This is an optimization exercise on Yosys and OpenROAD, whose aim is small area and a short achievable clock period, not a production implementation. At most, simulation tests tie the RTL to the original design; equivalence was not proved. For runs 2 and 3, only the layout was checked, not whether the RTL still works. Power and IR drop assume default switching activity.

### design/flow/config.mk
export PLATFORM = sky130hd
export DESIGN_NAME = bus_responder
export DESIGN_NICKNAME = bus_responder
export VERILOG_FILES = /design/flow/design.v
export SDC_FILE = /design/flow/constraint.sdc
export NUM_CORES = 4
export LEC_CHECK = 0
export CAP_MARGIN = 20
export CORE_MARGIN = 2
export CORE_UTILIZATION = 45
export PLACE_DENSITY = 0.6
export SLEW_MARGIN = 20
### design/flow/constraint.sdc
create_clock -name core_clock -period 4.0 [get_ports {clk}]
set_input_delay 0.8000 -clock core_clock [delete_from_list [all_inputs] [get_ports {clk}]]
set_output_delay 0.8000 -clock core_clock [all_outputs]
set_load 0.01 [all_outputs]
### design/flow/design.v
package biu_pkg;
    localparam int PHYS_AW = 20;
    localparam int DATA_W = 8;
    localparam int MAX_WAIT_STATES = 7;
    typedef enum logic [2:0] {IDLE, ADDR, WAIT, ACCESS, HOLD, MISS} resp_state_t;
endpackage
module responder_mem
#(
    parameter int AW = 8
) (
    input  logic              clk,
    input  logic              we,
    input  logic [AW-1:0]     addr,
    input  logic [biu_pkg::DATA_W-1:0] wdata,
    output logic [biu_pkg::DATA_W-1:0] rdata
);
    logic [biu_pkg::DATA_W-1:0] mem [2**AW];
    always_ff @(posedge clk) begin
        if (we) mem[addr] <= wdata;
        rdata <= mem[addr];
    end
endmodule
module bus_responder
#(
    parameter logic [biu_pkg::PHYS_AW-1:0] BASE_ADDR   = 20'h00000,
    parameter int                 MEM_AW      = 8,
    parameter int                 WAIT_STATES = 1
) (
    input  logic               clk,
    input  logic               rst,
    input  logic [biu_pkg::PHYS_AW-1:0] addr_bus,
    input  logic               ale,
    input  logic               rd,
    input  logic               wr,
    input  logic [biu_pkg::DATA_W-1:0]  data_in,
    output logic [biu_pkg::DATA_W-1:0]  data_out,
    output logic               data_oe,
    output logic               ready,
    output logic               hit,
    output logic               err
);
    localparam logic [2:0] WS = 3'((WAIT_STATES > biu_pkg::MAX_WAIT_STATES) ? biu_pkg::MAX_WAIT_STATES : WAIT_STATES);
    biu_pkg::resp_state_t state, state_d;
    logic [MEM_AW-1:0] addr_q, addr_d;
    logic [2:0] cnt, cnt_d;
    logic [biu_pkg::DATA_W-1:0] dout_d, rdata;
    logic hit_d, rd_dir, rd_dir_d, ready_d, oe_d, err_d, in_win;
    assign in_win = addr_bus[biu_pkg::PHYS_AW-1:MEM_AW] == BASE_ADDR[biu_pkg::PHYS_AW-1:MEM_AW];
    responder_mem #(.AW(MEM_AW)) u_mem (
        .clk  (clk),
        .we   (state == biu_pkg::ACCESS && !rd_dir),
        .addr (addr_q),
        .wdata(data_in),
        .rdata(rdata)
    );
    always_ff @(posedge clk or negedge rst) begin
        if (!rst) begin
            state    <= biu_pkg::IDLE;
            addr_q   <= '0;
            hit      <= 1'b0;
            rd_dir   <= 1'b0;
            cnt      <= '0;
            ready    <= 1'b0;
            data_oe  <= 1'b0;
            data_out <= '0;
            err      <= 1'b0;
        end else begin
            state    <= state_d;
            addr_q   <= addr_d;
            hit      <= hit_d;
            rd_dir   <= rd_dir_d;
            cnt      <= cnt_d;
            ready    <= ready_d;
            data_oe  <= oe_d;
            data_out <= dout_d;
            err      <= err_d;
        end
    end
    always_comb begin
        state_d  = state;
        addr_d   = addr_q;
        hit_d    = hit;
        rd_dir_d = rd_dir;
        cnt_d    = cnt;
        ready_d  = ready;
        oe_d     = data_oe;
        dout_d   = data_out;
        err_d    = 1'b0;
        case (state)
            biu_pkg::IDLE, biu_pkg::ADDR: begin
                if (ale) begin
                    addr_d  = addr_bus[MEM_AW-1:0];
                    hit_d   = in_win;
                    state_d = biu_pkg::ADDR;
                end else if (state == biu_pkg::ADDR && rd && wr) begin
                    err_d   = 1'b1;
                    hit_d   = 1'b0;
                    state_d = biu_pkg::MISS;
                end else if (state == biu_pkg::ADDR && (rd || wr)) begin
                    rd_dir_d = rd;
                    cnt_d    = WS;
                    state_d  = !hit ? biu_pkg::MISS : (WS == 3'd0) ? biu_pkg::ACCESS : biu_pkg::WAIT;
                end
            end
            biu_pkg::WAIT: begin
                cnt_d   = cnt - 3'd1;
                state_d = !(rd_dir ? rd : wr) ? biu_pkg::IDLE : (cnt == 3'd1) ? biu_pkg::ACCESS : biu_pkg::WAIT;
            end
            biu_pkg::ACCESS: begin
                ready_d = 1'b1;
                oe_d    = rd_dir;
                dout_d  = rd_dir ? rdata : '0;
                state_d = biu_pkg::HOLD;
            end
            biu_pkg::HOLD: begin
                if (!rd && !wr) begin
                    ready_d = 1'b0;
                    oe_d    = 1'b0;
                    dout_d  = '0;
                    hit_d   = 1'b0;
                    state_d = biu_pkg::IDLE;
                end
            end
            biu_pkg::MISS: state_d = (!rd && !wr) ? biu_pkg::IDLE : biu_pkg::MISS;
            default: state_d = biu_pkg::IDLE;
        endcase
        if (ale && (state == biu_pkg::WAIT || state == biu_pkg::ACCESS || state == biu_pkg::HOLD || state == biu_pkg::MISS)) err_d = 1'b1;
    end
endmodule
### design/flow/run.sh
#!/bin/bash
# synth_recipe.tcl (not shown) runs the flow's synth.tcl, then flattens the netlist and writes it again
# the make line also repeats each setting of config.mk as NAME=value (left out here)
make -C /OpenROAD-flow-scripts/flow DESIGN_CONFIG=/design/flow/config.mk WORK_HOME=/design/flow/orfs CLKGATE_MAP_FILE= SYNTH_SCRIPT=/design/flow/synth_recipe.tcl finish
==> results of run 1 <==
==> metrics by stage <==
stage / total power, mW / instances / setup WS [ns] / instance area, um^2
finish: 58.08 / 6621 / 0.1755 / 92690
global route: 60.06 / 6621 / 0.04797 / 92690
CTS: 58.60 / 6621 / 0.1161 / 92690
detailed placement: 39.63 / 6236 / 0.1822 / 85980
global placement: 39.62 / 6236 / 0.1409 / 85980
floorplan: 34.27 / 3645 / 1.508 / 79740
==> cells in the mapped netlist (all sizes together) (3+ instances only) <==
library cell	instances	area share
a21oi	132	0.0083
a22o	8	0.00088
a22oi	257	0.024
buf	81	0.0064
clkbuf	149	0.0070
dfrtp	27	0.0085
dfxtp	8	0.0020
edfxtp	2048	0.77
ha	3	0.00047
inv	7	0.00033
mux2	9	0.0013
mux4	512	0.14
nand2	40	0.0019
nand2b	4	0.00031
nand3	6	0.00038
nand4	8	0.00063
nor2	268	0.013
nor2b	7	0.00055
nor3	5	0.00031
o21ai	6	0.00038
o41ai	32	0.0050
or3	3	0.00024
==> flip-flops by register name (all words and copies together) (netlist names), 3 cells and up <==
| signal | flops |
|---|---|
| u_mem.mem | 2048 |
| u_mem.rdata | 8 |
| cnt | 3 |
| addr_q | 8 |
| data_out | 8 |
| state | 3 |
==> metal layers <==
layer / track usage / up-vias / share of wire / wire (um)
met5: 0 / - / 0 / 0
met4: 0.06353 / 0 / 0.025 / 4998
met3: 0.03405 / 253 / 0.067 / 13130
met2: 0.3426 / 1473 / 0.48 / 94880
met1: 0.3171 / 21250 / 0.42 / 83220
li1: - / 16340 / - / -
==> worst register-to-register path, cell delays in order (launching register included) <==
cell     delay [ns]
dfrtp_4        0.84
buf_12         0.45
mux4_2         0.62
a22oi_1        0.34
a21oi_1        0.17
o41ai_1        0.88
buf_4          0.28
nand4_1        0.10
==> report_power, final <==
part	total, mW	internal [mW]	switching, mW	leakage [nW]
Clock	19.1	10.8	8.30	3.26
Sequential	24.4	24.1	0.332	18.8
Combinational	14.6	6.35	8.25	7.10
==> cell families after synthesis <==
| group | after synthesis |
|---|---|
| muxes | 522 |
| buffers and inverters | 237 |
| xor gates and xnor gates | 2 |
| adders and majority gates | 3 |
| AOI/OAI and AO/OA | 446 |
| and+or+nand+nor | 352 |
| DFF | 2083 |
==> final timing paths <==
path                                endpoint  slack, ns  cells after the start
max                           u_mem.rdata[6]       0.18                      7
min reg2reg                      data_out[4]       0.46                      1
min in group asynchronous                hit       0.56                      2
min                        u_mem.mem[180][6]       0.38                      1
max reg2reg                   u_mem.rdata[6]       0.18                      7
max in group asynchronous          addr_q[0]       2.87                      2
==> cell type report <==
type,count,area (um^2),share of cell area
Sequential cell,2083,62340,0.6726
Multi-Input combinational cell,1325,16380,0.1767
Clock buffer,261,5455,0.05885
Timing Repair Buffer,482,4317,0.04657
Tap cell,2340,2928,0.03159
Clock inverter,123,1246,0.01344
Inverter,7,26.28,0.0002835
==> reports/results.ini, run 1 <==
[placement]
place.gp.congestion=0.8237
portBuffers=44
hpwl_um=119600

[clocking]
cts_hold_buf=1
clock-sinks=2083
clk_pin_slew_ns=0.06
cts_made_buffers=208
insertion_delay_ns=0.86
h-tree-depth=4
cts_tree=done
postCtsSetupBuffers=0
cts_root_buf=clkbuf_16
cts_buffer_depth=3
cts.repair.resized=0

[setup_path]
crit_chain=buf_12, mux4_2, a22oi_1, a21oi_1, o41ai_1, buf_4, nand4_1
path_class=flip-flop to flip-flop
cpPeakStageDelay_ns=0.88
crit_start=addr_q[0]
cp-start-kind=flip-flop
worst-path-max-fanout=51
crit_slowest_cell=o41ai_1
arrival_ns=4.52
worstSetupEndpointType=flip-flop
r2r_start=addr_q[0]
worstPathRequired_ns=4.70
path_delay_family=compound AO/OA/AOI/OAI gates
path_buf_inv=2

[sta]
fmaxAchievable_mhz=261.5
rsz0062_at_grt=false
hold_viol=0
period_minus_slack_ns=3.824
slew_viol_final=0
hold_slack_ns=0.3829
fin_skew_ns=0.04630
setup_viol=0
max_slew_margin=0.2479
setup_tns_ns=0
finalCritPeriodShare=0.9561
worst_pin_slew_ns=1.124

[drt]
drtIter0Drc=4734
firstDrtPassIters=5
post_drt_wl_per_cell_um=29.64
drt.antenna.violating_nets=0
drc_errors=0
vias=39316
wl_um=196200
avgViaCountPerCell=5.938

[floorplan]
start_util=0.4528
die_h_um=425.0
coreArea_um2=176100
io-pin-count=45
die_x_um=425.0
dieArea_um2=180600
rows=154

[synthesis]
synth-seq-cells=2083
synth-seq-area-share=0.7817
ys_types=45
synth-adder-area-share=0.0004707
ys.flop_type=edfxtp_1
synth-async-reset-ratio=0.01296
synth_top_family_by_area=multiplexers
synthMuxAreaShare=0.1460
ys_warn_count=2
synth_edf_count=2048
syn_avg_cell_area_um2=21.88
synth-xor-area-share=0.0002197
syn_nets=3681
synth_compound_area_frac=0.03990
synth_area_um2=79740
synthSimpleGateAreaFrac=0.01789
synth_cells=3645

[cells_and_area]
mostFrequentLayoutCells=2048 x edfxtp_1, 512 x mux4_2, 393 x buf_4
nNetsFinal=4143
n_fill_cell=13578
antenna_cells=0
layout_commonest_cell=edfxtp_1
syn_to_final_growth_pct=16.24
drive_gt1_frac=0.3030
fin_util=0.5263

[grt]
antenna_found_initial=4
grt_max_degree=129
gr-usage-all-layers=0.2177
grt-ovfl-total=0
grt_pass1_wl_um=284100
grt_pass1_vias=39446

[power_and_ir_drop]
ir_drop_mv=0.3814
power_density_nw_per_um2=626.6
p_leak_nw=29.17

[worst_hold_path]
hold_path_class=primary input to flip-flop
hp-start=data_in[6]

[outcome]
outcome=complete, no violations

[flow_run]
maxCapViolCount=0

==> run 2: changes to the inputs <==
==> design/flow/design.v (replaced) <==
package biu_pkg;
    localparam int PHYS_AW = 20;
    localparam int DATA_W = 8;
endpackage
module responder_mem (
    input  logic        clk,
    input  logic        we,
    input  logic [15:0] sel_hi,
    input  logic [15:0] sel_lo,
    input  logic [7:0]  wdata,
    output logic [7:0]  rdata
);
    logic [7:0] mem_q [256];
    logic [15:0] wsel_hi;
    assign wsel_hi = sel_hi & {16{we}};
    for (genvar w = 0; w < 256; w++) begin : g_word
        always_ff @(posedge clk)
            if (wsel_hi[w / 16] && sel_lo[w % 16]) mem_q[w] <= wdata;
    end
    always_comb begin
        rdata = '0;
        for (int w = 0; w < 256; w++)
            rdata = rdata | (mem_q[w] & {8{sel_hi[w / 16] & sel_lo[w % 16]}});
    end
endmodule
module bus_responder (
    input  logic                        clk,
    input  logic                        rst,
    input  logic [biu_pkg::PHYS_AW-1:0] addr_bus,
    input  logic                        ale,
    input  logic                        rd,
    input  logic                        wr,
    input  logic [biu_pkg::DATA_W-1:0]  data_in,
    output logic [biu_pkg::DATA_W-1:0]  data_out,
    output logic                        data_oe,
    output logic                        ready,
    output logic                        hit,
    output logic                        err
);
    logic s_addr, s_wait, s_acc, s_miss;
    logic rd_dir;
    logic [15:0] sel_hi, sel_lo;
    logic [7:0] wdata_q;
    logic       wpend;
    logic [7:0] rdata_c, rdata_q;
    logic idle, busy, latch, strobe, both, dir_strobe;
    assign busy       = s_wait | s_acc | ready | s_miss;
    assign idle       = !(busy | s_addr);
    assign latch      = ale && (idle || s_addr);
    assign strobe     = rd | wr;
    assign both       = rd & wr;
    assign dir_strobe = rd_dir ? rd : wr;
    responder_mem u_mem (
        .clk   (clk),
        .we    (wpend),
        .sel_hi(sel_hi),
        .sel_lo(sel_lo),
        .wdata (wdata_q),
        .rdata (rdata_c)
    );
    always_ff @(posedge clk or negedge rst) begin
        if (!rst) begin
            s_addr   <= 1'b0;
            s_wait   <= 1'b0;
            s_acc    <= 1'b0;
            s_miss   <= 1'b0;
            ready    <= 1'b0;
            hit      <= 1'b0;
            err      <= 1'b0;
            data_oe  <= 1'b0;
            data_out <= '0;
        end else begin
            s_addr   <= latch || (s_addr && !strobe);
            s_wait   <= s_addr && !ale && strobe && !both && hit;
            s_acc    <= s_wait && dir_strobe;
            s_miss   <= (s_addr && !ale && strobe && (both || !hit)) || (s_miss && strobe);
            ready    <= s_acc || (ready && strobe);
            if (latch)                      hit <= addr_bus[19:8] == 12'h000;
            else if (s_addr && both)        hit <= 1'b0;
            else if (ready && !strobe)      hit <= 1'b0;
            err      <= (s_addr && !ale && both) || (ale && busy);
            data_oe  <= s_acc ? rd_dir : (data_oe && ready && strobe);
            data_out <= s_acc ? (rdata_q & {8{rd_dir}}) : (data_out & {8{ready && strobe}});
        end
    end
    always_ff @(posedge clk) begin
        if (latch) begin
            sel_hi <= 16'(1) << addr_bus[7:4];
            sel_lo <= 16'(1) << addr_bus[3:0];
        end
        if (s_addr && !ale && strobe) rd_dir <= rd;
        wdata_q <= data_in;
        wpend   <= s_acc && !rd_dir;
        rdata_q <= rdata_c;
    end
endmodule
--- a/design/flow/config.mk
+++ b/design/flow/config.mk
@@ -9,4 +9,5 @@
 export CORE_MARGIN = 2
 export CORE_UTILIZATION = 45
 export PLACE_DENSITY = 0.6
+export SETUP_SLACK_MARGIN = 2.2
 export SLEW_MARGIN = 20
==> run 2 against run 1 <==
Net effect:
- clock skew up 0.032 ns
- utilization up 0.79 points
- cell area is 0.40% higher
- sequential power is essentially flat
- die area decreased by 0.75%
- worst hold slack worse by 0.028 ns
- sequential share of layout area increased by 0.72 points
- area after synthesis decreased by 0.76%
- critical path depth is 1 lower
- global-route usage rose by 7.7 points
- combinational power shrank 74%
- largest power group unchanged
- highest routed layer is now met5
==> reports/results.ini, run 2 <==
[grt]
gr-usage-all-layers=0.2949
grt_pass1_wl_um=372200
grt_pass1_vias=46449
grt_max_degree=114
antenna_found_initial=16
grt-ovfl-total=0

[clocking]
cts_tree=done
clk_pin_slew_ns=0.06
h-tree-depth=4
insertion_delay_ns=0.90
cts_made_buffers=207
cts_root_buf=clkbuf_16
clock-sinks=2114
cts_buffer_depth=3

[cells_and_area]
final-instance-count-excl-fill=7228
syn_to_final_growth_pct=17.60
regArea_um2=63260
nNetsFinal=4761
regMostFlops=u_mem.mem_q
n_fill_cell=13739
layout_commonest_cell=edfxtp_1
drive_gt1_frac=0.1947
mostFrequentLayoutCells=2081 x edfxtp_1, 408 x a22oi_1, 269 x a22o_1
largest_reg_flops=2048
largest_registers=u_mem.mem_q (2048), sel_hi (16), sel_lo (16)
multiInputGateArea_um2=15630

[synthesis]
yosys.area.top_type=edfxtp_1
ys_types=49
synth.area.top_cells=edfxtp_1 79%, a22oi_1 4.1%, a22o_1 3.0%, and3_1 2.4%, a222oi_1 1.9%
syn_nets=4594
synth_cells=4561
synth-async-reset-ratio=0.007569
synth_area_um2=79130
synth_common_cells=2081 x edfxtp_1, 432 x a22oi_1, 334 x clkbuf_1
synth-seq-cells=2114
synth_top_area_frac=0.7897
synth_most_common_cell=edfxtp_1
syn_avg_cell_area_um2=17.35
ys.flop_type=edfxtp_1
synth-seq-area-share=0.7991
ys_warn_count=3
synth_edf_count=2081

[placement]
pre_cts_ws_ns=0.4070
dp.cells=6690
place.gp.congestion=0.9510
hpwl_um=160000
portBuffers=44

[power_and_ir_drop]
p_switching_mw=11.43
ir_drop_mv=0.4466
p_leak_nw=30.30
comb_power_share=0.081
clock_power_share=0.407
power_density_nw_per_um2=513.6
seqPwrFrac=0.512
p_int_mw=36.37
swShare=0.2392

[drt]
firstDrtPassIters=10
drc_errors=0
drtIter0Drc=9079
post_drt_wl_per_cell_um=37.76
met2_length_um=120700
top_layer=met5
wl_met3_um=36270
wl_met1_um=100500
drt.antenna.violating_nets=0
avgViaCountPerCell=6.848
vias=49500
wl_um=272900

[setup_path]
worst-path-max-fanout=12
worstPathRequired_ns=4.76
cp-start-kind=flip-flop
path_class=flip-flop to flip-flop
worstSetupEndpointType=flip-flop
arrival_ns=3.74

[floorplan]
die_x_um=423.3
start_util=0.4542
rows=153
dieArea_um2=179200
die_h_um=423.3
coreArea_um2=174200
io-pin-count=45

[sta]
slew_viol_final=0
hold_slack_ns=0.3546
fmaxAchievable_mhz=335.8
rsz0062_at_grt=true
finalCritPeriodShare=0.7445
setup_viol=0
worst_pin_slew_ns=1.017
hold_viol=0
setup_tns_ns=0
fin_skew_ns=0.07839
setup_slack_ns=1.022
max_slew_margin=0.3218
period_minus_slack_ns=2.978

[outcome]
outcome=complete, no violations

[flow_run]
maxCapViolCount=0

[worst_hold_path]
hold_path_class=primary input to asynchronous set/reset pin

-- run 2: cell types whose count changed in the layout (fill, tap and decap cells not counted), sizes merged, moves of 46 or more --
cell    previous run  this run
nand4              8       104
and2               2        48
nand3              6       205
a22o               8       269
a22oi            257       432
a222oi             0       149
and3               2       299
nor2             268        37
buf              446       309
a32oi              0        50
nand2             40        90
mux4             512         0
a21oi            132        32
-- run 2: final timing paths --
kind | start | end | slack, ns | cells past startpoint
max reg2reg | sel_hi[7] | rdata_q[6] | 1.02 | 6
min | rst | s_miss | 0.35 | 1
max in group asynchronous | rst | data_out[4] | 3.18 | 1
min in group core_clock | data_in[5] | wdata_q[5] | 0.36 | 1
min reg2reg | data_oe | data_oe | 0.47 | 1
max | sel_hi[7] | rdata_q[6] | 1.02 | 6
-- run 2: layout make-up --
cell class,instances,area share
diodes,2,0.00005378
clock buffers,258,0.05795
clock inverters,124,0.01394
inverters,16,0.0008336
multi-input cells,2029,0.1680
flip-flops and latches,2114,0.6798
well taps,2325,0.03126
repair buffers,360,0.04815
-- run 2: worst max-delay path, cell delays in order, from the launching register on --
cell and delay (ns):
edfxtp_1 0.55, buf_4 0.28, a221oi_1 0.67, a31oi_1 0.20
a2111oi_0 0.39, nand4_1 0.21, or4_1 0.55
-- run 2: stage by stage --
step | power, mW | utilization | cell area, um^2
final | 47.80 | 0.5342 | 93060
after global routing | 48.79 | 0.5342 | 93060
after CTS | 47.51 | 0.5284 | 92050
after detailed placement | 28.03 | 0.4762 | 82950
after global placement | 28.00 | 0.4761 | 82930
after floorplan | 26.41 | - | 79160
-- run 2: what timing repair did --
action / 4_1_cts / 5_1_grt
pin swaps: 84 / 60
resized for setup: 442 / 144
setup buffers: 96 / 32
hold buffers: 0 / 0
cloned: 18 / 8
hold endpoints to repair: 0 / 0
setup endpoints to repair: 2135 / 708
-- run 2: kinds of logic (layout without fill, tap and decap cells) --
group	count (synthesis)	after routing	share of synthesized area
flops	2114	2114	0.7991
compound gates	1162	1162	0.1195
simple gates	865	865	0.06105
buf+inv	418	758	0.02016
mux	2	2	0.0002530
other cells	0	2	0
-- run 2: power by group through the flow --
stage                     Combinational (mW)  Clock, mW  Sequential [mW]
final                                   3.86       19.5             24.5
after global routing                    3.90       20.4             24.5
after CTS                               3.53       19.5             24.5
after detailed placement                3.03          0             25.0
after global placement                  3.01          0             25.0
after floorplan                         1.40          0             25.0
-- run 2: per-layer routing --
layer  vias to the layer above  global-route usage
li1                      19556                   -
met1                     25448              0.3973
met2                      3836              0.4367
met3                       650             0.09063
met4                        10              0.1410
met5                         -            0.005108
==> run 3: changes to the inputs <==
--- a/design/flow/design.v
+++ b/design/flow/design.v
@@ -8,7 +8,7 @@
     input  logic [15:0] sel_hi,
     input  logic [15:0] sel_lo,
     input  logic [7:0]  wdata,
-    output logic [7:0]  rdata
+    output logic [31:0] rpart
 );
     logic [7:0] mem_q [256];
     logic [15:0] wsel_hi;
@@ -17,11 +17,19 @@
         always_ff @(posedge clk)
             if (wsel_hi[w / 16] && sel_lo[w % 16]) mem_q[w] <= wdata;
     end
+    logic [7:0] grp [16];
+    logic [31:0] rpart_d;
     always_comb begin
-        rdata = '0;
-        for (int w = 0; w < 256; w++)
-            rdata = rdata | (mem_q[w] & {8{sel_hi[w / 16] & sel_lo[w % 16]}});
+        for (int h = 0; h < 16; h++) begin
+            grp[h] = '0;
+            for (int l = 0; l < 16; l++)
+                grp[h] = grp[h] | (mem_q[h*16+l] & {8{sel_lo[l]}});
+        end
+        rpart_d = '0;
+        for (int h = 0; h < 16; h++)
+            rpart_d[(h/4)*8 +: 8] = rpart_d[(h/4)*8 +: 8] | (grp[h] & {8{sel_hi[h]}});
     end
+    always_ff @(posedge clk) rpart <= rpart_d;
 endmodule
 module bus_responder (
     input  logic                        clk,
@@ -42,7 +50,9 @@
     logic [15:0] sel_hi, sel_lo;
     logic [7:0] wdata_q;
     logic       wpend;
-    logic [7:0] rdata_c, rdata_q;
+    logic [31:0] rpart;
+    logic [7:0]  rdata;
+    assign rdata = rpart[7:0] | rpart[15:8] | rpart[23:16] | rpart[31:24];
     logic idle, busy, latch, strobe, both, dir_strobe;
     assign busy       = s_wait | s_acc | ready | s_miss;
     assign idle       = !(busy | s_addr);
@@ -56,7 +66,7 @@
         .sel_hi(sel_hi),
         .sel_lo(sel_lo),
         .wdata (wdata_q),
-        .rdata (rdata_c)
+        .rpart (rpart)
     );
     always_ff @(posedge clk or negedge rst) begin
         if (!rst) begin
@@ -80,7 +90,7 @@
             else if (ready && !strobe)      hit <= 1'b0;
             err      <= (s_addr && !ale && both) || (ale && busy);
             data_oe  <= s_acc ? rd_dir : (data_oe && ready && strobe);
-            data_out <= s_acc ? (rdata_q & {8{rd_dir}}) : (data_out & {8{ready && strobe}});
+            data_out <= s_acc ? (rdata & {8{rd_dir}}) : (data_out & {8{ready && strobe}});
         end
     end
     always_ff @(posedge clk) begin
@@ -91,6 +101,5 @@
         if (s_addr && !ale && strobe) rd_dir <= rd;
         wdata_q <= data_in;
         wpend   <= s_acc && !rd_dir;
-        rdata_q <= rdata_c;
     end
 endmodule
--- a/design/flow/config.mk
+++ b/design/flow/config.mk
@@ -7,7 +7,7 @@
 export LEC_CHECK = 0
 export CAP_MARGIN = 20
 export CORE_MARGIN = 2
-export CORE_UTILIZATION = 45
-export PLACE_DENSITY = 0.6
-export SETUP_SLACK_MARGIN = 2.2
+export CORE_UTILIZATION = 60
+export PLACE_DENSITY = 0.7
+export SETUP_SLACK_MARGIN = 2.0
 export SLEW_MARGIN = 20
==> run 3 against run 2 <==
Net effect:
- still clean on timing, DRC and antenna
- utilization up 16 points
- area after synthesis down 1.5%
- clock skew down 0.051 ns
- cell area down 3.5%
- routed wire length down 26%
- cell count down 14%
- clock power down 5%
- non-clock buffer count down 129
- register-to-register slack better by 0.70 ns
- sequential share of layout area up 3.0 points
- die area down 26%
==> reports/results.ini, run 3 <==
[cells_and_area]
largest_registers=u_mem.mem_q (2048), u_mem.rpart (32)
multiInputGateArea_um2=14310
regArea_um2=63750
mostFrequentLayoutCells=2081 x edfxtp_1, 345 x a22o_1, 321 x a22oi_1
syn_to_final_growth_pct=15.27
final-instance-count-excl-fill=6191
postLayoutCellArea_um2=89820
nNetsFinal=4305
largest_reg_flops=2048
layout_commonest_cell=edfxtp_1
drive_gt1_frac=0.1851
regMostFlops=u_mem.mem_q
n_fill_cell=7932

[placement]
dp.cells=5724
place.gp.congestion=0.8246
hpwl_um=104000
portBuffers=44
placed_area_um2=80230

[synthesis]
synth-seq-area-share=0.8176
synth-async-reset-ratio=0.007484
synth-seq-cells=2138
ys_types=28
syn_nets=4188
synth_area_um2=77920
ys.flop_type=edfxtp_1
synth_edf_count=2081
yosys.area.top_type=edfxtp_1
synth_common_cells=2081 x edfxtp_1, 352 x a22o_1, 352 x a22oi_1
synth_most_common_cell=edfxtp_1
syn_avg_cell_area_um2=18.75
synth.area.top_cells=edfxtp_1 80%, a22o_1 4.0%, a221oi_1 3.7%, a22oi_1 3.4%, and3_1 2.1%
synth_cells=4155
ys_warn_count=4
synth_top_area_frac=0.8020

[clocking]
cts_tree=done
cts_root_buf=clkbuf_16
cts_made_buffers=200
insertion_delay_ns=0.84
h-tree-depth=4
cts_buffer_depth=3
clock-sinks=2138
cts_hold_buf=0
clk_pin_slew_ns=0.07

[sta]
setup_viol=0
period_minus_slack_ns=2.282
setup_tns_ns=0
max_slew_margin=0.2881
hold_viol=0
fin_skew_ns=0.02740
rsz0062_at_grt=true
worst_pin_slew_ns=1.068
slew_viol_final=0
fmaxAchievable_mhz=438.2
finalCritPeriodShare=0.5705

[floorplan]
start_util=0.6033
dieArea_um2=132800
coreArea_um2=129200
die_x_um=364.4
die_h_um=364.4
io-pin-count=45
rows=132

[worst_hold_path]
holdPathStages=1
hp-start=data_in[0]
hold_path_class=primary input to flip-flop
hold_end=wdata_q[0]

[grt]
antenna_found_initial=12
grt_max_degree=181
grt_pass1_wl_um=288200
gr-usage-all-layers=0.3012
grt_pass1_vias=41664
grt-ovfl-total=0

[drt]
firstDrtPassIters=5
drtIter0Drc=6238
drc_errors=0
post_drt_wl_per_cell_um=32.84
avgViaCountPerCell=7.009
drt.antenna.violating_nets=0
wl_um=203300
vias=43394

[power_and_ir_drop]
p_total_mw=46.22
comb_power_share=0.061
p_leak_nw=29.21
p_switching_mw=10.19
clock_power_share=0.401
ir_drop_mv=0.5126
p_int_mw=36.02
swShare=0.2206
seqPwrFrac=0.538
power_density_nw_per_um2=514.6

[setup_path]
worstSetupEndpointType=flip-flop
cp-start-kind=flip-flop
path_class=flip-flop to flip-flop
worst-path-max-fanout=8
critical_path.most_common_cell=buf_6
cpPeakStageDelay_ns=0.45
r2r_setup_slack_ns=1.72
r2r_start=sel_lo[0]
worstPathRequired_ns=4.69
regToRegEndpoint=u_mem.rpart[4]
worst-r2r-cell-count=9
arrival_ns=2.97
crit_slowest_cell=edfxtp_1
crit_chain=buf_6, buf_6, buf_12, buf_16, a22o_1, a221oi_2, nand4_1, a22oi_2, nand3_1

[outcome]
outcome=complete, no violations

[flow_run]
maxCapViolCount=0

## run 3: cell type report
class	count	share of cell area
Clock buffer	265	0.05957
Clock inverter	106	0.01160
Sequential cell	2138	0.7098
Timing Repair Buffer	231	0.03515
Multi-Input combinational cell	1699	0.1593
Tap cell	1742	0.02427
Inverter	2	0.00008358
Antenna cell	8	0.0002229
## run 3: cell families (layout without fill, tap and decap cells)
| kind of cell | count (synthesis) | after routing | synth area share |
|---|---|---|---|
| mux | 2 | 2 | 0.0002569 |
| compound gates | 1133 | 1133 | 0.1196 |
| buf+inv | 318 | 604 | 0.02078 |
| flops | 2138 | 2138 | 0.8176 |
| other cells | 0 | 8 | 0 |
| simple gates | 564 | 564 | 0.04173 |
## run 3: power groups by stage
| stage | clock network, mW | logic [mW] | registers [mW] |
|---|---|---|---|
| after global routing | 19.5 | 2.93 | 24.8 |
| after detailed placement | 0 | 2.12 | 25.4 |
| after global placement | 0 | 2.09 | 25.4 |
| final | 18.5 | 2.82 | 24.9 |
| after CTS | 18.6 | 2.67 | 24.9 |
| after floorplan | 0 | 1.21 | 25.3 |
## run 3: what timing repair did
action	in CTS	in global routing
endpoints found under the setup margin	1596	730
cloned	17	3
resized for setup	367	114
setup buffers	55	13
pin swaps	79	62
## run 3: worst max-delay path, delay by kind of cell, from the launching register on
family | cells | cell delay [ns]
and+or+nand+nor | 2 | 0.34
buffers and inverters | 4 | 0.59
AOI/OAI and AO/OA | 3 | 0.76
DFF | 1 | 0.45
## run 3: routing by layer
metal  GRT usage  up-vias  wire (um)
met4      0.1040       10       6779
li1            -    18002          -
met3     0.07424      384      22430
met1      0.4312    22427      78030
met5           0        -         45
met2      0.4588     2571      96040
## run 3: worst max path at each step
stage                     start              end  slack (ns)  cells after the start
global placement      sel_lo[3]  u_mem.rpart[22]        1.27                      6
CTS                 data_out[2]      data_out[2]        1.70                      1
detailed placement    sel_lo[3]  u_mem.rpart[23]        1.25                      6
global route        data_out[3]      data_out[3]        1.69                      1
floorplan                   ale        sel_hi[0]        2.02                      2
finish                sel_lo[0]   u_mem.rpart[4]        1.72                      9
## run 3: metrics by stage
step	utilization	setup slack, ns	hold WS (ns)
after CTS	0.6907	1.700	0.3527
after floorplan	-	2.019	0.4559
after global routing	0.6953	1.695	0.3794
final	0.6954	1.718	0.3991
after global placement	0.6211	1.271	0.4616
after detailed placement	0.6212	1.251	0.4619
==> run 4: changes to the inputs <==
--- a/design/flow/design.v
+++ b/design/flow/design.v
@@ -17,17 +17,23 @@
         always_ff @(posedge clk)
             if (wsel_hi[w / 16] && sel_lo[w % 16]) mem_q[w] <= wdata;
     end
+    logic [15:0] rsel_lo [4];
+    logic [15:0] rsel_hi;
+    always_ff @(posedge clk) begin
+        for (int c = 0; c < 4; c++) rsel_lo[c] <= sel_lo & {16{|sel_hi[c*4 +: 4]}};
+        rsel_hi <= sel_hi;
+    end
     logic [7:0] grp [16];
     logic [31:0] rpart_d;
     always_comb begin
         for (int h = 0; h < 16; h++) begin
             grp[h] = '0;
             for (int l = 0; l < 16; l++)
-                grp[h] = grp[h] | (mem_q[h*16+l] & {8{sel_lo[l]}});
+                grp[h] = grp[h] | (mem_q[h*16+l] & {8{rsel_lo[h/4][l]}});
         end
         rpart_d = '0;
         for (int h = 0; h < 16; h++)
-            rpart_d[(h/4)*8 +: 8] = rpart_d[(h/4)*8 +: 8] | (grp[h] & {8{sel_hi[h]}});
+            rpart_d[(h/4)*8 +: 8] = rpart_d[(h/4)*8 +: 8] | (grp[h] & {8{rsel_hi[h]}});
     end
     always_ff @(posedge clk) rpart <= rpart_d;
 endmodule
@@ -45,7 +51,7 @@
     output logic                        hit,
     output logic                        err
 );
-    logic s_addr, s_wait, s_acc, s_miss;
+    logic s_addr, s_wait, s_acc, s_hm, s_miss, s_hold, hit_a, miss_go;
     logic rd_dir;
     logic [15:0] sel_hi, sel_lo;
     logic [7:0] wdata_q;
@@ -53,13 +59,22 @@
     logic [31:0] rpart;
     logic [7:0]  rdata;
     assign rdata = rpart[7:0] | rpart[15:8] | rpart[23:16] | rpart[31:24];
-    logic idle, busy, latch, strobe, both, dir_strobe;
-    assign busy       = s_wait | s_acc | ready | s_miss;
+    logic idle, busy, latch, strobe, both, dir_strobe, drive, hit_d;
+    assign s_hold     = s_hm & !s_miss;
+    assign busy       = s_wait | s_acc | s_hm;
     assign idle       = !(busy | s_addr);
     assign latch      = ale && (idle || s_addr);
     assign strobe     = rd | wr;
     assign both       = rd & wr;
     assign dir_strobe = rd_dir ? rd : wr;
+    assign drive      = (s_acc || (s_hold && strobe)) && rd_dir;
+    assign miss_go    = s_addr && !ale && strobe && (both || !hit_a);
+    always_comb begin
+        hit_d = hit;
+        if (latch)                  hit_d = addr_bus[19:8] == 12'h000;
+        else if (s_addr && both)    hit_d = 1'b0;
+        else if (s_hold && !strobe) hit_d = 1'b0;
+    end
     responder_mem u_mem (
         .clk   (clk),
         .we    (wpend),
@@ -73,6 +88,7 @@
             s_addr   <= 1'b0;
             s_wait   <= 1'b0;
             s_acc    <= 1'b0;
+            s_hm     <= 1'b0;
             s_miss   <= 1'b0;
             ready    <= 1'b0;
             hit      <= 1'b0;
@@ -81,22 +97,22 @@
             data_out <= '0;
         end else begin
             s_addr   <= latch || (s_addr && !strobe);
-            s_wait   <= s_addr && !ale && strobe && !both && hit;
+            s_wait   <= s_addr && !ale && strobe && !both && hit_a;
             s_acc    <= s_wait && dir_strobe;
-            s_miss   <= (s_addr && !ale && strobe && (both || !hit)) || (s_miss && strobe);
-            ready    <= s_acc || (ready && strobe);
-            if (latch)                      hit <= addr_bus[19:8] == 12'h000;
-            else if (s_addr && both)        hit <= 1'b0;
-            else if (ready && !strobe)      hit <= 1'b0;
+            s_hm     <= s_acc || (s_hm && strobe) || miss_go;
+            s_miss   <= miss_go || (s_miss && strobe);
+            ready    <= s_acc || (s_hold && strobe);
+            hit      <= hit_d;
             err      <= (s_addr && !ale && both) || (ale && busy);
-            data_oe  <= s_acc ? rd_dir : (data_oe && ready && strobe);
-            data_out <= s_acc ? (rdata & {8{rd_dir}}) : (data_out & {8{ready && strobe}});
+            data_oe  <= drive;
+            data_out <= rdata & {8{drive}};
         end
     end
     always_ff @(posedge clk) begin
         if (latch) begin
             sel_hi <= 16'(1) << addr_bus[7:4];
             sel_lo <= 16'(1) << addr_bus[3:0];
+            hit_a  <= addr_bus[19:8] == 12'h000;
         end
         if (s_addr && !ale && strobe) rd_dir <= rd;
         wdata_q <= data_in;
--- a/design/flow/config.mk
+++ b/design/flow/config.mk
@@ -8,6 +8,8 @@
 export CAP_MARGIN = 20
 export CORE_MARGIN = 2
 export CORE_UTILIZATION = 60
+export CTS_CLUSTER_DIAMETER = 100
+export CTS_CLUSTER_SIZE = 25
 export PLACE_DENSITY = 0.7
 export SETUP_SLACK_MARGIN = 2.0
 export SLEW_MARGIN = 20
==> run 4 against run 3 <==
Net effect:
- still clean on timing, DRC and antenna
- sequential power is 6% higher
- global-route usage decreased by 1.3 points
- worst setup slack better by 0.091 ns
- cell count down 1.1%
- via count shrank 0.64%
- maximum frequency is 4.2% higher
==> reports/results.ini, run 4 <==
[synthesis]
synth_top_area_frac=0.7857
synth-seq-cells=2220
syn_nets=4291
ys_warn_count=5
synth-seq-area-share=0.8215
synth-async-reset-ratio=0.007658
synth_edf_count=2082
ys_types=30
synth_common_cells=2082 x edfxtp_1, 352 x a221oi_1, 352 x a22o_1, 352 x a22oi_1, 257 x and3_1
synth_area_um2=79570
synth.area.top_cells=edfxtp_1 79%, a221oi_1 3.9%, a22o_1 3.9%, a22oi_1 3.3%, dfxtp_1 3.0%
syn_avg_cell_area_um2=18.69
yosys.area.top_type=edfxtp_1
synth_most_common_cell=edfxtp_1
ys.flop_type=edfxtp_1
synth_cells=4258

[drt]
drtIter0Drc=6712
wl_um=197900
avgViaCountPerCell=7.044
vias=43116
firstDrtPassIters=6
post_drt_wl_per_cell_um=32.33
drc_errors=0
drt.antenna.violating_nets=0

[cells_and_area]
final-instance-count-excl-fill=6121
layout_commonest_cell=edfxtp_1
nNetsFinal=4287
largest_reg_flops=2048
drive_gt1_frac=0.1122
syn_to_final_growth_pct=8.053
regMostFlops=u_mem.mem_q
mostFrequentLayoutCells=2082 x edfxtp_1, 352 x a22o_1, 336 x a22oi_1
n_fill_cell=8624
fin_util=0.6532
largest_registers=u_mem.mem_q (2048), u_mem.rsel_lo (64), u_mem.rpart (32)

[clocking]
clk_pin_slew_ns=0.09
cts_root_buf=clkbuf_16
insertion_delay_ns=0.76
cts_made_buffers=98
h-tree-depth=3
cts_tree=done
cts_hold_buf=0
cts_buffer_depth=3
clock-sinks=2220

[worst_hold_path]
hp-start=data_in[7]
hold_path_class=primary input to flip-flop

[setup_path]
worstSetupEndpointType=output pin
crit_start=data_out[3]
cpPeakStageDelay_ns=0.50
crit_slowest_cell=dfrtp_2
crit_chain=buf_6
worst-path-max-fanout=1
path_class=flip-flop to output pin
path_delay_family=flip-flops
r2r_start=sel_lo[6]
path_buf_inv=1
cp-start-kind=flip-flop
arrival_ns=1.39
worstPathRequired_ns=3.20

[sta]
fmaxAchievable_mhz=456.4
slew_viol_final=0
setup_tns_ns=0
setup_viol=0
finalCritPeriodShare=0.5478
period_minus_slack_ns=2.191
rsz0062_at_grt=true
max_slew_margin=0.3036
hold_viol=0
worst_pin_slew_ns=1.045
fin_skew_ns=0.04001

[floorplan]
coreArea_um2=131600
die_x_um=368.2
die_h_um=368.2
start_util=0.6045
io-pin-count=45
rows=133
dieArea_um2=135500

[flow_run]
maxCapViolCount=0

[grt]
antenna_found_initial=17
grt_max_degree=149
grt-ovfl-total=0
grt_pass1_wl_um=284000
gr-usage-all-layers=0.2879
grt_pass1_vias=41063

[placement]
hpwl_um=116800
place.gp.congestion=0.8990
portBuffers=44
dp.cells=5882

[power_and_ir_drop]
power_density_nw_per_um2=479.5
ir_drop_mv=0.3776
p_leak_nw=27.41

[outcome]
outcome=complete, no violations

-- run 4: cell types whose count changed after synthesis, sizes merged, moves of 6 or more --
cell,before,now
dfxtp,41,121
buf,168,115
nor2b,2,55
clkbuf,148,165
and2b,0,12
nand2,19,9
o21ai,75,66
nor2,21,27
-- run 4: area by class of cell --
type                       count  area (um^2)  area share
sequential                  2220        65490      0.7617
multi-input combinational   1755        13600      0.1582
clock buffer                 174         2801     0.03258
tap                         1755         2196     0.02554
timing repair buffer         176         1762     0.02049
antenna                       35        87.58    0.001019
clock inverter                 3        25.02   0.0002911
inverter                       3        11.26   0.0001310
-- run 4: routing by layer --
layer | global-route usage | wire [um]
met1 | 0.4284 | 76890
met2 | 0.4512 | 94550
met4 | 0.07606 | 4896
met5 | 0 | 39
met3 | 0.04504 | 21520
-- run 4: per-stage QoR --
stage	hold slack, ns	instance area (um^2)	setup WS, ns	power (mW)
2_1_floorplan	0.4256	79600	1.999	28.31
3_3_place_gp	0.4681	81960	1.572	29.93
3_5_place_dp	0.4667	81980	1.585	29.99
4_1_cts	0.4309	85240	1.764	41.14
5_1_grt	0.4542	85890	1.766	42.27
6_report	0.4681	85980	1.809	41.23
-- run 4: cells by family after synthesis --
family                 synth area share
DFF                              0.8215
AOI/OAI and AO/OA                0.1152
and+or+nand+nor                 0.04688
buffers and inverters           0.01609
muxes                         0.0002516
-- run 4: worst paths after layout --
path / to / slack (ns) / cells past startpoint
worst max-delay path: data_out[3] / 1.81 / 1
worst min-delay path: wdata_q[7] / 0.47 / 1
worst max register to register: u_mem.mem_q[6][2] / 2.00 / 2
worst min register to register: s_miss / 0.49 / 1
max in group asynchronous: data_out[3] / 2.70 / 1
min in group asynchronous: s_addr / 0.62 / 1
-- run 4: report_power, final --
part / leakage (nW) / total (mW) / switching, mW / internal [mW]
clock network: 1.34 / 11.5 / 6.71 / 4.80
registers: 20.0 / 26.4 / 0.772 / 25.6
logic: 6.08 / 3.34 / 2.21 / 1.13
total: 27.4 / 41.2 / 9.69 / 31.5
-- run 4: what timing repair did --
item / CTS / global route
gates cloned: 0 / 0
setup endpoints to repair: 1640 / 969
buffers inserted: 18 / 9
resized for setup: 156 / 167
pin swaps: 8 / 8
-- run 4: worst register-to-register path: stages (launching register included) --
cell and delay [ns]:
edfxtp_1 0.53, buf_4 0.55, and3_1 0.59
==> run 5: changes to the inputs <==
--- a/design/flow/design.v
+++ b/design/flow/design.v
@@ -4,18 +4,20 @@
 endpackage
 module responder_mem (
     input  logic        clk,
-    input  logic        we,
+    input  logic [15:0] wsel_hi,
+    input  logic [15:0] nwsel_hi,
     input  logic [15:0] sel_hi,
     input  logic [15:0] sel_lo,
     input  logic [7:0]  wdata,
     output logic [31:0] rpart
 );
     logic [7:0] mem_q [256];
-    logic [15:0] wsel_hi;
-    assign wsel_hi = sel_hi & {16{we}};
     for (genvar w = 0; w < 256; w++) begin : g_word
+        logic we, nwe;
+        assign we  = wsel_hi[w / 16] & sel_lo[w % 16];
+        assign nwe = nwsel_hi[w / 16] | ~sel_lo[w % 16];
         always_ff @(posedge clk)
-            if (wsel_hi[w / 16] && sel_lo[w % 16]) mem_q[w] <= wdata;
+            mem_q[w] <= (mem_q[w] & {8{nwe}}) | (wdata & {8{we}});
     end
     logic [15:0] rsel_lo [4];
     logic [15:0] rsel_hi;
@@ -55,7 +57,7 @@
     logic rd_dir;
     logic [15:0] sel_hi, sel_lo;
     logic [7:0] wdata_q;
-    logic       wpend;
+    logic [15:0] wsel_hi, nwsel_hi;
     logic [31:0] rpart;
     logic [7:0]  rdata;
     assign rdata = rpart[7:0] | rpart[15:8] | rpart[23:16] | rpart[31:24];
@@ -77,7 +79,8 @@
     end
     responder_mem u_mem (
         .clk   (clk),
-        .we    (wpend),
+        .wsel_hi (wsel_hi),
+        .nwsel_hi(nwsel_hi),
         .sel_hi(sel_hi),
         .sel_lo(sel_lo),
         .wdata (wdata_q),
@@ -116,6 +119,7 @@
         end
         if (s_addr && !ale && strobe) rd_dir <= rd;
         wdata_q <= data_in;
-        wpend   <= s_acc && !rd_dir;
+        wsel_hi  <= sel_hi & {16{s_acc && !rd_dir}};
+        nwsel_hi <= ~(sel_hi & {16{s_acc && !rd_dir}});
     end
 endmodule
--- a/design/flow/config.mk
+++ b/design/flow/config.mk
@@ -11,5 +11,5 @@
 export CTS_CLUSTER_DIAMETER = 100
 export CTS_CLUSTER_SIZE = 25
 export PLACE_DENSITY = 0.7
-export SETUP_SLACK_MARGIN = 2.0
+export SETUP_SLACK_MARGIN = 2.3
 export SLEW_MARGIN = 20
==> run 5 against run 4 <==
Net effect:
- maximum frequency up 4.9%
- total power up 7.7%
- cell count up 38%
- area after synthesis up 2.5%
- utilization up 0.61 points
- largest power group unchanged
- sequential share of layout area down 25 points
- critical path depth unchanged
- worst hold slack worse by 0.0018 ns
- cell area up 3.6%
- first-iteration DRC count up 27%
- worst setup slack better by 0.10 ns
- clock power about the same
==> reports/results.ini, run 5 <==
[outcome]
outcome=complete, no violations

[sta]
hold_slack_ns=0.4663
slew_viol_final=0
setup_tns_ns=0
fin_skew_ns=0.03795
finalCritPeriodShare=0.5223
max_slew_margin=0.5088
worst_pin_slew_ns=0.7345
hold_viol=0
setup_viol=0
period_minus_slack_ns=2.089
rsz0062_at_grt=true
fmaxAchievable_mhz=478.6

[clocking]
clk_pin_slew_ns=0.10
cts_hold_buf=0
cts_made_buffers=100
h-tree-depth=3
cts_root_buf=clkbuf_16
clock-sinks=2251
cts_tree=done
cts_buffer_depth=3
insertion_delay_ns=0.77

[synthesis]
synth_edf_count=34
yosys.area.top_type=dfxtp_1
ys.flop_type=dfxtp_1
synth-seq-area-share=0.5578
synth_common_cells=2400 x a22o_1, 2200 x dfxtp_1, 520 x clkbuf_1
ys_warn_count=5
ys_types=33
synth_cells=7215
syn_avg_cell_area_um2=11.30
synth.area.top_cells=dfxtp_1 54%, a22o_1 26%, a221oi_1 3.8%, a22oi_1 3.2%, clkbuf_1 2.4%
synth_most_common_cell=a22o_1
synth-async-reset-ratio=0.007552
synth-seq-cells=2251
synth_area_um2=81560
syn_nets=7248
synth_top_area_frac=0.5400

[cells_and_area]
final-instance-count-excl-fill=8460
postLayoutCellArea_um2=89090
largest_registers=u_mem.mem_q (2048), u_mem.rsel_lo (64), u_mem.rpart (32)
layout_commonest_cell=a22o_1
nNetsFinal=6666
regArea_um2=45680
drive_gt1_frac=0.1392
largest_reg_flops=2048
n_fill_cell=10189
mostFrequentLayoutCells=2396 x a22o_1, 2146 x dfxtp_1, 317 x a22oi_1
multiInputGateArea_um2=34250
syn_to_final_growth_pct=9.239
regMostFlops=u_mem.mem_q

[placement]
portBuffers=44
dp.cells=8159
placed_area_um2=81170
hpwl_um=148200
place.gp.congestion=0.8673

[floorplan]
io-pin-count=45
rows=135
die_x_um=372.7
die_h_um=372.7
coreArea_um2=135100
dieArea_um2=138900
start_util=0.6035

[setup_path]
path_delay_family=flip-flops
path_class=flip-flop to output pin
worstPathRequired_ns=3.20
crit_slowest_cell=dfrtp_1
worst-path-max-fanout=2
cp-start-kind=flip-flop
crit_start=hit
cpPeakStageDelay_ns=0.39
arrival_ns=1.29
crit_chain=buf_2
r2r_start=u_mem.rsel_lo[3][4]
path_buf_inv=1
worst-r2r-cell-count=7
worstSetupEndpointType=output pin
endpoint=hit
regToRegEndpoint=u_mem.rpart[29]
cp.depth=1
r2r_setup_slack_ns=2.11

[grt]
grt_pass1_vias=59061
grt_max_degree=84
gr-usage-all-layers=0.3641
grt-ovfl-total=0
grt_pass1_wl_um=391600
antenna_found_initial=20

[power_and_ir_drop]
ir_drop_mv=0.3842
power_density_nw_per_um2=498.3
p_leak_nw=33.96
p_total_mw=44.40

[drt]
drt.antenna.violating_nets=0
drtIter0Drc=8530
post_drt_wl_per_cell_um=32.22
avgViaCountPerCell=7.581
wl_um=272600
vias=64138
firstDrtPassIters=6
drc_errors=0

[worst_hold_path]
hold_path_class=primary input to asynchronous set/reset pin

[flow_run]
maxCapViolCount=0

run 5: per-layer routing:
| metal | up-vias | track usage | part of all wire |
|---|---|---|---|
| met1 | 32297 | 0.5239 | 0.42 |
| li1 | 26870 | - | - |
| met5 | - | 0 | 0.00042 |
| met4 | 16 | 0.1397 | 0.043 |
| met3 | 707 | 0.07198 | 0.11 |
| met2 | 4248 | 0.5390 | 0.43 |
run 5: what timing repair did:
action	CTS	global route
setup endpoints to repair	2130	471
pin swaps	85	100
setup buffers	80	43
gates cloned	19	11
resized for setup	581	253
run 5: report_power, final:
group / switching [mW] / internal [mW]
Combinational: 3.90 / 2.79
Sequential: 1.75 / 24.2
Clock: 7.07 / 4.66
run 5: final cells by class:
cell class                 instances  share of cell area
timing repair inverter             1          0.00008426
tap                             1781             0.02501
clock buffer                     114             0.02939
timing repair buffer             313             0.04616
inverter                          19           0.0008426
antenna                           32           0.0008988
clock inverter                     2           0.0004354
sequential                      2251              0.5128
multi-input combinational       3947              0.3844
run 5: how the worst min path moves through the flow:
stage,end,slack [ns],cells past startpoint
final,err,0.47,1
after global placement,u_mem.rsel_hi[5],0.43,0
after detailed placement,u_mem.rsel_hi[5],0.45,0
after CTS,wdata_q[4],0.45,1
after global routing,wdata_q[6],0.46,1
after floorplan,u_mem.rsel_hi[13],0.39,0
run 5: per-stage QoR:
| stage | worst slack [ns] | utilization |
|---|---|---|
| detailed placement | 1.372 | 0.6007 |
| global placement | 1.372 | 0.6007 |
| global route | 1.858 | 0.6588 |
| CTS | 1.880 | 0.6448 |
| floorplan | 2.265 | - |
| finish | 1.911 | 0.6593 |
run 5: logic make-up after synthesis:
logic type      synth area share
simple gates             0.05595
mux                    0.0002455
flops                     0.5578
buf+inv                  0.05367
compound gates            0.3324
==> run 6: changes to the inputs <==
--- a/design/flow/config.mk
+++ b/design/flow/config.mk
@@ -11,5 +11,5 @@
 export CTS_CLUSTER_DIAMETER = 100
 export CTS_CLUSTER_SIZE = 25
 export PLACE_DENSITY = 0.7
-export SETUP_SLACK_MARGIN = 2.3
+export SETUP_SLACK_MARGIN = 1.7
 export SLEW_MARGIN = 20
==> run 6 against run 5 <==
Net effect:
- still clean
- worst setup slack worse by 0.33 ns
- cell count shrank 2.1%
- worst hold slack better by 0.0037 ns
- cell area shrank 5.9%
- clock skew shrank 0.0054 ns
- total power down 4.0%
- critical path type is now flip-flop to flip-flop
- highest routed layer unchanged
==> reports/results.ini, run 6 <==
[synthesis]
synth-async-reset-ratio=0.007552
synth_compound_area_frac=0.3324
synth_top_area_frac=0.5400
ys_types=33
synthSimpleGateAreaFrac=0.05595
yosys.area.top_type=dfxtp_1
synth_common_cells=2400 x a22o_1, 2200 x dfxtp_1, 520 x clkbuf_1
synth-xor-area-share=0
synth_edf_count=34
synth.area.top_cells=dfxtp_1 54%, a22o_1 26%, a221oi_1 3.8%, a22oi_1 3.2%, clkbuf_1 2.4%
synthMuxAreaShare=0.0002455
synth-seq-area-share=0.5578
synth_top_family_by_area=compound AO/OA/AOI/OAI gates
syn_nets=7248
synth-seq-cells=2251
synth-adder-area-share=0
ys_warn_count=5
synth_most_common_cell=a22o_1
synth_cells=7215
ys.flop_type=dfxtp_1
syn_avg_cell_area_um2=11.30
synth_area_um2=81560

[drt]
met2_length_um=110800
drt.antenna.violating_nets=0
drtIter0Drc=7737
wl_um=245900
avgViaCountPerCell=7.402
vias=61307
firstDrtPassIters=7
wl_met3_um=22910
wl_met1_um=104800
top_layer=met5
post_drt_wl_per_cell_um=29.68
drc_errors=0

[clocking]
cts_made_buffers=100
insertion_delay_ns=0.75
cts_hold_buf=0
cts_buffer_depth=3
clk_pin_slew_ns=0.10
h-tree-depth=3
cts_tree=done
clock-sinks=2251
cts_root_buf=clkbuf_16

[power_and_ir_drop]
p_int_mw=30.90
swShare=0.2750
comb_power_share=0.120
clock_power_share=0.273
ir_drop_mv=0.4484
seqPwrFrac=0.608
p_switching_mw=11.72
power_density_nw_per_um2=508.6
p_leak_nw=31.74

[sta]
slew_viol_final=0
worst_pin_slew_ns=1.195
setup_tns_ns=0
hold_slack_ns=0.4700
fmaxAchievable_mhz=413.7
rsz0062_at_grt=false
hold_viol=0
period_minus_slack_ns=2.417
setup_viol=0
max_slew_margin=0.2035
finalCritPeriodShare=0.6043
fin_skew_ns=0.03251

[cells_and_area]
syn_to_final_growth_pct=2.743
regArea_um2=45520
layout_commonest_cell=a22o_1
largest_registers=u_mem.mem_q (2048), u_mem.rsel_lo (64), u_mem.rpart (32)
mostFrequentLayoutCells=2400 x a22o_1, 2177 x dfxtp_1, 351 x a221oi_1, 351 x a22oi_1, 261 x nand2b_1
multiInputGateArea_um2=31700
final-instance-count-excl-fill=8283
regMostFlops=u_mem.mem_q
n_fill_cell=10741
largest_reg_flops=2048
drive_gt1_frac=0.03735
nNetsFinal=6500

[grt]
grt-ovfl-total=0
antenna_found_initial=13
grt_max_degree=121
grt_pass1_wl_um=368600
gr-usage-all-layers=0.3381
grt_pass1_vias=57524

[setup_path]
arrival_ns=3.00
path_class=flip-flop to flip-flop
cp-start-kind=flip-flop
worstSetupEndpointType=flip-flop
worstPathRequired_ns=4.58
worst-path-max-fanout=17

[floorplan]
dieArea_um2=138900
die_x_um=372.7
coreArea_um2=135100
start_util=0.6035
rows=135
die_h_um=372.7
io-pin-count=45

[placement]
portBuffers=44
dp.cells=8142
hpwl_um=147000
place.gp.congestion=0.8614

[flow_run]
maxCapViolCount=0

[outcome]
outcome=complete, no violations

[worst_hold_path]
hold_path_class=primary input to asynchronous set/reset pin

run 6: changes by cell type in the layout (fill, tap and decap cells not counted), moves of 31 or more:
cell	delta
and2_2	-123
buf_6	-32
dfxtp_1	+31
a221oi_1	+245
o21ai_0	+51
buf_4	-58
a221oi_2	-209
o21ai_2	-34
dfxtp_4	-51
a22oi_1	+34
and2_1	+121
a22oi_2	-34
a221oi_4	-36
run 6: worst paths after layout:
kind,depth (start not counted),end,start,slack [ns]
max reg2reg,5,u_mem.rpart[22],u_mem.rsel_lo[2][3],1.58
min,1,data_out[7],rst,0.47
min in group core_clock,1,u_mem.mem_q[145][2],u_mem.mem_q[145][2],0.48
max,5,u_mem.rpart[22],u_mem.rsel_lo[2][3],1.58
max in group asynchronous,1,data_out[3],rst,3.07
min reg2reg,1,u_mem.mem_q[145][2],u_mem.mem_q[145][2],0.48
run 6: per-layer routing:
metal	up-vias	GRT usage
met5	-	0
met4	8	0.1139
met3	434	0.05728
met2	3545	0.5186
met1	30890	0.4835
li1	26430	-
run 6: what timing repair did:
item                                    4_1_cts  5_1_grt
pin swaps                                     0        0
endpoints found under the setup margin       13       19
setup buffers                                 0        3
resized for setup                            13        5
endpoints found under the hold margin         0        0
run 6: stage by stage:
| step | util | setup slack, ns | total power [mW] | instance area [um^2] |
|---|---|---|---|---|
| floorplan | - | 1.999 | 28.92 | 81560 |
| global placement | 0.5998 | 1.432 | 31.15 | 81050 |
| CTS | 0.6192 | 1.704 | 42.48 | 83670 |
| detailed placement | 0.5998 | 1.439 | 31.27 | 81050 |
| global route | 0.6197 | 1.700 | 43.85 | 83750 |
| finish | 0.6201 | 1.583 | 42.62 | 83790 |
run 6: power by group through the flow:
stage               Sequential, mW  Clock, mW  Combinational (mW)
global route                  26.0       12.5                5.36
CTS                           25.8       11.7                4.98
detailed placement            26.3          0                4.98
finish                        25.9       11.6                5.10
global placement              26.3          0                4.90
floorplan                     25.4          0                3.51
run 6: layout make-up:
class / instances / share of cell area
multi-input cells: 3947 / 0.3784
repair buffers: 148 / 0.01877
flip-flops and latches: 2251 / 0.5432
diodes: 23 / 0.0006869
inverters: 19 / 0.0008511
clock inverters: 3 / 0.0004032
well taps: 1781 / 0.02659
clock buffers: 111 / 0.03112
run 6: worst max-delay path, cell delays in order, from the launching register on:
cell     delay, ns
dfxtp_1       0.62
buf_4         0.39
a22oi_1       0.21
nand4_1       0.19
o21ai_0       0.67
nand3_1       0.16
run 6: cell families after synthesis:
logic type,count (synthesis)
flops,2251
mux,2
compound gates,3174
buf+inv,1017
simple gates,771
==> run 7: changes to the inputs <==
--- a/design/flow/config.mk
+++ b/design/flow/config.mk
@@ -11,5 +11,5 @@
 export CTS_CLUSTER_DIAMETER = 100
 export CTS_CLUSTER_SIZE = 25
 export PLACE_DENSITY = 0.7
-export SETUP_SLACK_MARGIN = 1.7
+export SETUP_SLACK_MARGIN = 1.0
 export SLEW_MARGIN = 20
==> run 7 against run 6 <==
Net effect:
- area after synthesis is the same
- sequential cell count is the same
- routed wire length is essentially flat
==> reports/results.ini, run 7 <==
[setup_path]
path_delay_family=buffers and inverters
worstSetupEndpointType=output pin
path_buf_inv=1
cp-start-kind=flip-flop
worst-r2r-cell-count=5
r2r_setup_slack_ns=1.59
worst-path-max-fanout=2
worstPathRequired_ns=3.20
cpPeakStageDelay_ns=0.54
crit_slowest_cell=clkdlybuf4s50_1
arrival_ns=1.65
regToRegEndpoint=u_mem.rpart[27]
r2r_start=u_mem.rsel_lo[3][13]
path_class=flip-flop to output pin
crit_chain=clkdlybuf4s50_1

[sta]
setup_viol=0
setup_slack_ns=1.550
fin_skew_ns=0.02764
finalCritPeriodShare=0.6125
fmaxAchievable_mhz=408.2
setup_tns_ns=0
worst_pin_slew_ns=1.196
period_minus_slack_ns=2.450
rsz0062_at_grt=false
max_slew_margin=0.2028
hold_viol=0
slew_viol_final=0

[cells_and_area]
nNetsFinal=6497
largest_reg_flops=2048
syn_to_final_growth_pct=2.714
mostFrequentLayoutCells=2400 x a22o_1, 2181 x dfxtp_1, 352 x a221oi_1, 352 x a22oi_1, 261 x nand2b_1
multiInputGateArea_um2=31690
layout_commonest_cell=a22o_1
largest_registers=u_mem.mem_q (2048), u_mem.rsel_lo (64), u_mem.rpart (32)
regArea_um2=45510
drive_gt1_frac=0.03598
regMostFlops=u_mem.mem_q
n_fill_cell=10736

[placement]
portBuffers=44
pre_cts_ws_ns=1.439
place.gp.congestion=0.8614
hpwl_um=147000

[outcome]
outcome=complete, no violations

[floorplan]
coreArea_um2=135100
die_x_um=372.7
rows=135
dieArea_um2=138900
io-pin-count=45
start_util=0.6035
die_h_um=372.7

[drt]
firstDrtPassIters=6
drc_errors=0
drt.antenna.violating_nets=0
wl_um=246000
avgViaCountPerCell=7.393
post_drt_wl_per_cell_um=29.69
drtIter0Drc=7621
vias=61248

[synthesis]
synth-seq-cells=2251
synth_most_common_cell=a22o_1
synth-async-reset-ratio=0.007552
synthSimpleGateAreaFrac=0.05595
synth.area.top_cells=dfxtp_1 54%, a22o_1 26%, a221oi_1 3.8%, a22oi_1 3.2%, clkbuf_1 2.4%
synthMuxAreaShare=0.0002455
synth-xor-area-share=0
syn_avg_cell_area_um2=11.30
yosys.area.top_type=dfxtp_1
synth-adder-area-share=0
synth_top_family_by_area=compound AO/OA/AOI/OAI gates
synth_top_area_frac=0.5400
ys_types=33
syn_nets=7248
synth-seq-area-share=0.5578
ys_warn_count=5
synth_compound_area_frac=0.3324
ys.flop_type=dfxtp_1
synth_area_um2=81560
synth_common_cells=2400 x a22o_1, 2200 x dfxtp_1, 520 x clkbuf_1
synth_edf_count=34
synth_cells=7215

[clocking]
h-tree-depth=3
cts_root_buf=clkbuf_16
cts_buffer_depth=3
cts_tree=done
cts_made_buffers=100
cts_hold_buf=0
clock-sinks=2251
insertion_delay_ns=0.75
cts.repair.resized=0
postCtsSetupBuffers=0
clk_pin_slew_ns=0.10

[grt]
gr-usage-all-layers=0.3381
grt_pass1_vias=57524
grt-ovfl-total=0
grt_max_degree=121
antenna_found_initial=13
grt_pass1_wl_um=368600

[power_and_ir_drop]
p_leak_nw=31.67
p_total_mw=42.61
power_density_nw_per_um2=508.7
ir_drop_mv=0.4487

[flow_run]
maxCapViolCount=0

[worst_hold_path]
hold_path_class=primary input to asynchronous set/reset pin

run 7: stage by stage:
stage               cells  cell area, um^2  hold slack, ns    util
CTS                  8256            83690          0.4391  0.6193
finish               8285            83770          0.4696  0.6199
floorplan            7215            81560          0.3899       -
detailed placement   8142            81050          0.4546  0.5998
global placement     8142            81050          0.4464  0.5998
global route         8261            83710          0.4489  0.6195
run 7: where the power goes:
group          switching [mW]  total, mW  internal, mW
registers                1.69       25.9          24.2
clock network            6.96       11.6          4.65
logic                    3.06       5.09          2.04
run 7: area by class of cell:
type	count	area share
flip-flops and latches	2251	0.5433
multi-input cells	3947	0.3783
clock buffers	111	0.03113
well taps	1781	0.02660
repair buffers	145	0.01854
inverters	19	0.0008514
diodes	28	0.0008364
clock inverters	3	0.0004033
run 7: logic make-up (layout without fill, tap and decap cells):
logic type | after synthesis | in the layout
and+or+nand+nor | 771 | 771
DFF | 2251 | 2251
other | 0 | 28
muxes | 2 | 2
AOI/OAI and AO/OA | 3174 | 3174
buffers and inverters | 1017 | 278
run 7: worst max-delay path by stage:
| stage | from | endpoint | slack, ns | cells past startpoint |
|---|---|---|---|---|
| final | hit | hit | 1.55 | 1 |
| after global routing | hit | hit | 1.48 | 1 |
| after CTS | hit | hit | 1.49 | 1 |
| after detailed placement | ale | sel_hi[2] | 1.44 | 3 |
| after global placement | ale | sel_lo[0] | 1.43 | 3 |
| after floorplan | ale | hit_a | 2.00 | 2 |
run 7: routing by layer:
layer | GRT usage | part of all wire | up-vias
met2 | 0.5186 | 0.45 | 3447
li1 | - | - | 26444
met5 | 0 | 0.00020 | -
met3 | 0.05728 | 0.094 | 429
met1 | 0.4835 | 0.42 | 30920
met4 | 0.1139 | 0.030 | 8

==> static timing again, ports no longer ideal <==
The flow's constraints put no driver on any port. The routed layouts listed below were extracted and timed again, unchanged, in two steps. Step 1 assumes that a clkbuf_16 drives the clock port and a buf_2 every other input. Step 2 moves the port delays by t, midway between the first and last clock arrival at a register: inputs arrive t later, outputs are due t later. That takes back most of the time a late clock gives input paths. Three values: no drivers, after step 1, after step 2; two values: the first two.
| run | t (ns) | setup WS [ns] | worst setup path at the end | clock arrival spread, ns |
|---|---|---|---|---|
| run 1 | 0.923 | 0.176 / 0.176 / 0.176 | register to register | 0.050 / 0.050 |
| run 2 | 0.941 | 1.022 / 1.022 / 1.022 | register to register | 0.084 / 0.084 |
| run 3 | 0.905 | 1.718 / 1.646 / 1.462 | input to register | 0.029 / 0.029 |
| run 4 | 0.825 | 1.809 / 1.725 / 1.515 | input to register | 0.045 / 0.044 |
| run 5 | 0.833 | 1.911 / 1.828 / 1.714 | input to register | 0.039 / 0.039 |
| run 6 | 0.811 | 1.583 / 1.583 / 1.433 | input to register | 0.037 / 0.036 |
| run 7 | 0.811 | 1.550 / 1.476 / 1.423 | input to register | 0.034 / 0.034 |
After both steps setup and hold are still met in every run listed. The setup slack of run 4, which loses most, moves by -0.084 ns with the drivers and by -0.294 ns with both steps.
